What follows belongs to an exercise in optimizing a design on an open flow for small area, a short achievable clock period and few clock cycles; a production flow would make more cautious choices. Function was checked by simulation only, so behaviour that the tests miss may differ from the original. Power figures rest on the tool's default switching activity, not on a simulated workload.

== v24 ==
// evs_finder_top
module evs_finder_top (
  input  logic        clk,
  input  logic        reset,
  input  logic        cmd_start,
  input  logic [2:0]  cmd_op,
  input  logic [41:0] cmd_adr_target,
  input  logic [41:0] cmd_adr_search,
  input  logic [9:0]  cmd_threshold,
  input  logic [9:0]  cmd_wait_cycles,
  input  logic [3:0]  cmd_evs_wanted,
  input  logic [15:0] cmd_guess_limit,
  input  logic        cmd_large_page,
  output logic        mem_req_valid,
  output logic        mem_req_write,
  output logic [41:0] mem_req_addr,
  input  logic        mem_ack,
  input  logic [3:0]  evs_rd_index,
  output logic        op_done,
  output logic [9:0]  op_timing,
  output logic [3:0]  evs_count,
  output logic [41:0] evs_rd_data
);
  logic [41:0] target_q;
  logic [25:0] base_hi;      
  logic [4:0]  base_lo;      
  logic [15:0] rem;          
  logic        rem_0;        
  logic [9:0]  thr_m1;       
  logic        thr_le1;      
  logic [9:0]  wait_m1;      
  logic        wait_0;       
  logic [3:0]  need_q;       
  logic        large_q;
  logic        idle;         
  logic        start;        
  logic        waitack;      
  logic        waitw;        
  logic        is_wb;        
  logic [1:0]  kind;         
  logic        req_valid;
  logic        req_write;
  logic [9:0]  lat;          
  logic [16:0] g;            
  logic        g_full;       
  logic [3:0]  count;
  logic [15:0] slot [15];
  logic [3:0]  wr_lo;
  logic [41:0] addr_q;
  logic        slow;         
  logic        launch;       
  logic        at_limit;
  ...
Settings: LEC_CHECK=0, CAP_MARGIN=20, CORE_MARGIN=2, CORE_UTILIZATION=60, CTS_CLUSTER_DIAMETER=80, CTS_CLUSTER_SIZE=20, SETUP_SLACK_MARGIN=2.6, SLEW_MARGIN=20; clock period 5.0 ns.
standard.sh (not shown) runs the stock make flow with config.mk's settings and CLKGATE_MAP_FILE= SYNTH_SCRIPT=/design/flow/synth_recipe.tcl, a recipe that flattens the netlist after the stock synthesis.
==> flow/flow/run.sh <==
#!/bin/bash
# The standard layout, with the smallest buffer on every port instead of the
# delay-cell buffer buffer_ports picks by default. The timing repair may still
# upsize any port buffer on a critical path.
set -euo pipefail
export BUFFER_PORTS_ARGS="-buffer_cell sky130_fd_sc_hd__buf_1"
bash standard.sh > standard_flow.log 2>&1
Testbench counts of v24, summed over its fixed seeds: cycles 144,010.
Modified inputs, v18 compared to v24
Settings: CTS_CLUSTER_SIZE removed (was 20); CTS_CLUSTER_DIAMETER removed (was 80).
Cell count: v18 higher than v24. v18 vs v24: number of cells on the critical path up in v18. Clock buffer count went up by more than a quarter going from v24 to v18. v18 vs v24: clock skew down in v18. Summary of v18 over v24: global-route usage +0.83 points, register-to-register slack lost 0.05 ns, time the worst path needs with I/O delays and setup saw a decrease, fraction of area in multi-input gates shrank by 0.64 points. Compared with v24, v18 improves final worst slack. Wire length in v18 is about 0.7% above v24.
For v3, these inputs were changed with respect to v18:
Settings: setting CTS_BUF_LIST to sky130_fd_sc_hd__clkbuf_4 for the first time.
==> run summary <==
v18 finished end to end and its layout was clean on timing, DRC and antenna. No stage failed in v3, and the final checks on the layout all came back clean. Side by side, non-clock buffer count turned out lower in v3 than in v18. Changes observed in v3 relative to v18: power went down by about 3%, leakage dissipation went up by about 1.8%, synthesized-area fraction occupied by ao, oa, aoi and oai cells was more or less identical. v3 against v18: worst path required time decreased by 1.49 ns relative to the old numbers, met3 capacity usage during global routing closely matched the old numbers.

========
## lagoon
evs_finder_top again, from the RTL that the note above started with.
Design evs_finder_top, start of the top module:
module evs_finder_top (
  input  logic        clk,
  input  logic        reset,
  input  logic        cmd_start,
  input  logic [2:0]  cmd_op,
  input  logic [41:0] cmd_adr_target,
  input  logic [41:0] cmd_adr_search,
  input  logic [9:0]  cmd_threshold,
  input  logic [9:0]  cmd_wait_cycles,
  input  logic [3:0]  cmd_evs_wanted,
  input  logic [15:0] cmd_guess_limit,
  input  logic        cmd_large_page,
  output logic        mem_req_valid,
  output logic        mem_req_write,
  output logic [41:0] mem_req_addr,
  input  logic        mem_ack,
  input  logic [3:0]  evs_rd_index,
  output logic        op_done,
  output logic [9:0]  op_timing,
  output logic [3:0]  evs_count,
  output logic [41:0] evs_rd_data
);
Settings: LEC_CHECK=0, CAP_MARGIN=20, CORE_MARGIN=2, CORE_UTILIZATION=60, CTS_CLUSTER_DIAMETER=70, CTS_CLUSTER_SIZE=30, SETUP_SLACK_MARGIN=2.6, SLEW_MARGIN=20; clock period 5.0 ns.
Scripts as last shown in full above: flow/flow/run.sh
lagoon closes out successfully: all stages finished, all timing, DRC and antenna checks passed.
Testbench counts of lagoon, summed over its fixed seeds: cycles 144,010.
Setup changes, lagoon to quartz
- CORE_UTILIZATION now 80, was 60
- CTS_CLUSTER_DIAMETER now 80, was 70
- CTS_CLUSTER_SIZE now 20, was 30
## What came out
- quartz did not finish; a tool error ended it in global routing (5_1_grt).
- quartz against lagoon: number of buffers created by CTS down about 24%; placed standard-cell area down 210 sq um; H-tree depth reported by CTS down 1; total setup buffers inserted after CTS up 61%.
The inputs of zinc differ from those of quartz as listed below.
- swapping 80 for 100 in CTS_CLUSTER_DIAMETER
- swapping 20 for 30 in CTS_CLUSTER_SIZE
- swapping 80 for 60 in CORE_UTILIZATION
Notes after the runs:
- Of quartz and zinc, just one finished clean: zinc.
- quartz did not make it past global routing (5_1_grt), where a tool error ended it.
- From quartz to zinc, count of mapped cells out of synthesis did not move at all.
- The lower number of buffers added for setup after CTS came out of zinc.
- Relative to quartz, overall die width has gone up in zinc.
- zinc has pre-CTS setup slack above what quartz had.
- Relative to quartz, estimated wirelength of the detail-placed design decreased by 2.9% in zinc.
### zinc -> indigo
- CTS_BUF_LIST now sky130_fd_sc_hd__clkbuf_8, previously not set
- CTS_CLUSTER_DIAMETER no longer set, was 100
- CTS_CLUSTER_SIZE no longer set, was 30
==> comparison <==
- zinc: no failed stages, no open violations at the end
- indigo finished every stage and its layout cleared the timing, design-rule and antenna checks.
- On indigo: level count of the clock H-tree is 2 higher than what zinc gave.
- Going from zinc to indigo, the total routing resource utilization after global routing was found to have gone up by 1.1 points.
- indigo vs. zinc: clock buffer instance count of the final layout went up by 160%.
- Diff zinc -> indigo: post-route minimum period grew by 13 ps, die area level.
--- input diff indigo..tundra ---
- CTS_CLUSTER_SIZE now 20, previously not set
- CTS_BUF_LIST no longer set, was sky130_fd_sc_hd__clkbuf_8
- CORE_UTILIZATION now 50, was 60
- CTS_CLUSTER_DIAMETER now 80, previously not set
Notes after the runs:
- When tundra is measured against indigo, its design area turns out 1.2% lower.
- indigo has a lower clock period minus final worst setup slack than tundra.
- tundra vs indigo, utilization went down by 13 points.
- Die width (tundra / indigo): 1.09
- tundra: depth of the worst register-to-register path is 1 higher than what indigo reported.
Input-level comparison between pepper and tundra:
- CORE_UTILIZATION: 50 -> 70
==> comparison <==
The multi-input gate count of tundra and that of pepper are within noise of each other. Max via-per-instance ratio across pepper and tundra: pepper. Summary: with tundra as the reference, total via count after detailed routing in pepper moved up by a few percent. For the total net switching power, pepper came in 3.5% lower than tundra did. Looking only at maximum frequency, and setting everything else aside, the higher value of pepper and tundra goes to tundra. pepper vs. tundra: peak per-stage delay on the critical path went down 60 ps, wire length per cell went up 4.5%, pin count of the biggest net entering global routing went down 2.

[afterwards: timing with drivers on the ports]
In the flow no input, the clock included, has a driving cell. The finished layouts below were timed again as built, in two steps.
Step 1 assumes that a clkbuf_16 drives the clock port and a buf_2 every other input.
Step 2 moves the port delays by t, midway between the first and last clock arrival at a register: inputs arrive t later, outputs are due t later. That takes back most of the time a late clock gives input paths.
Slacks: ideal / step 1 / step 2; pairs: ideal / step 1.
run | shift t [ns] | setup WS [ns] | worst setup path after step 2 | pins driven straight from the clock port
v24 | 0.615 | 2.536 / 2.391 / 1.776 | input to register | 1
v18 | 0.609 | 2.554 / 2.423 / 1.814 | input to register | 1
v3 | 0.856 | 2.559 / 2.512 / 1.727 | input to register | 1
lagoon | 0.589 | 2.553 / 2.412 / 1.823 | input to register | 1
zinc | 0.595 | 2.604 / 2.516 / 1.921 | input to register | 1
indigo | 0.666 | 2.590 / 2.601 / 1.935 | input to register | 1
tundra | 0.635 | 2.583 / 2.534 / 1.899 | input to register | 1
pepper | 0.611 | 2.559 / 2.423 / 1.812 | input to register | 1
After both steps every run listed still meets setup and hold. The setup slack of v3, which loses most, moves by -0.047 ns with the drivers and by -0.832 ns with both steps.
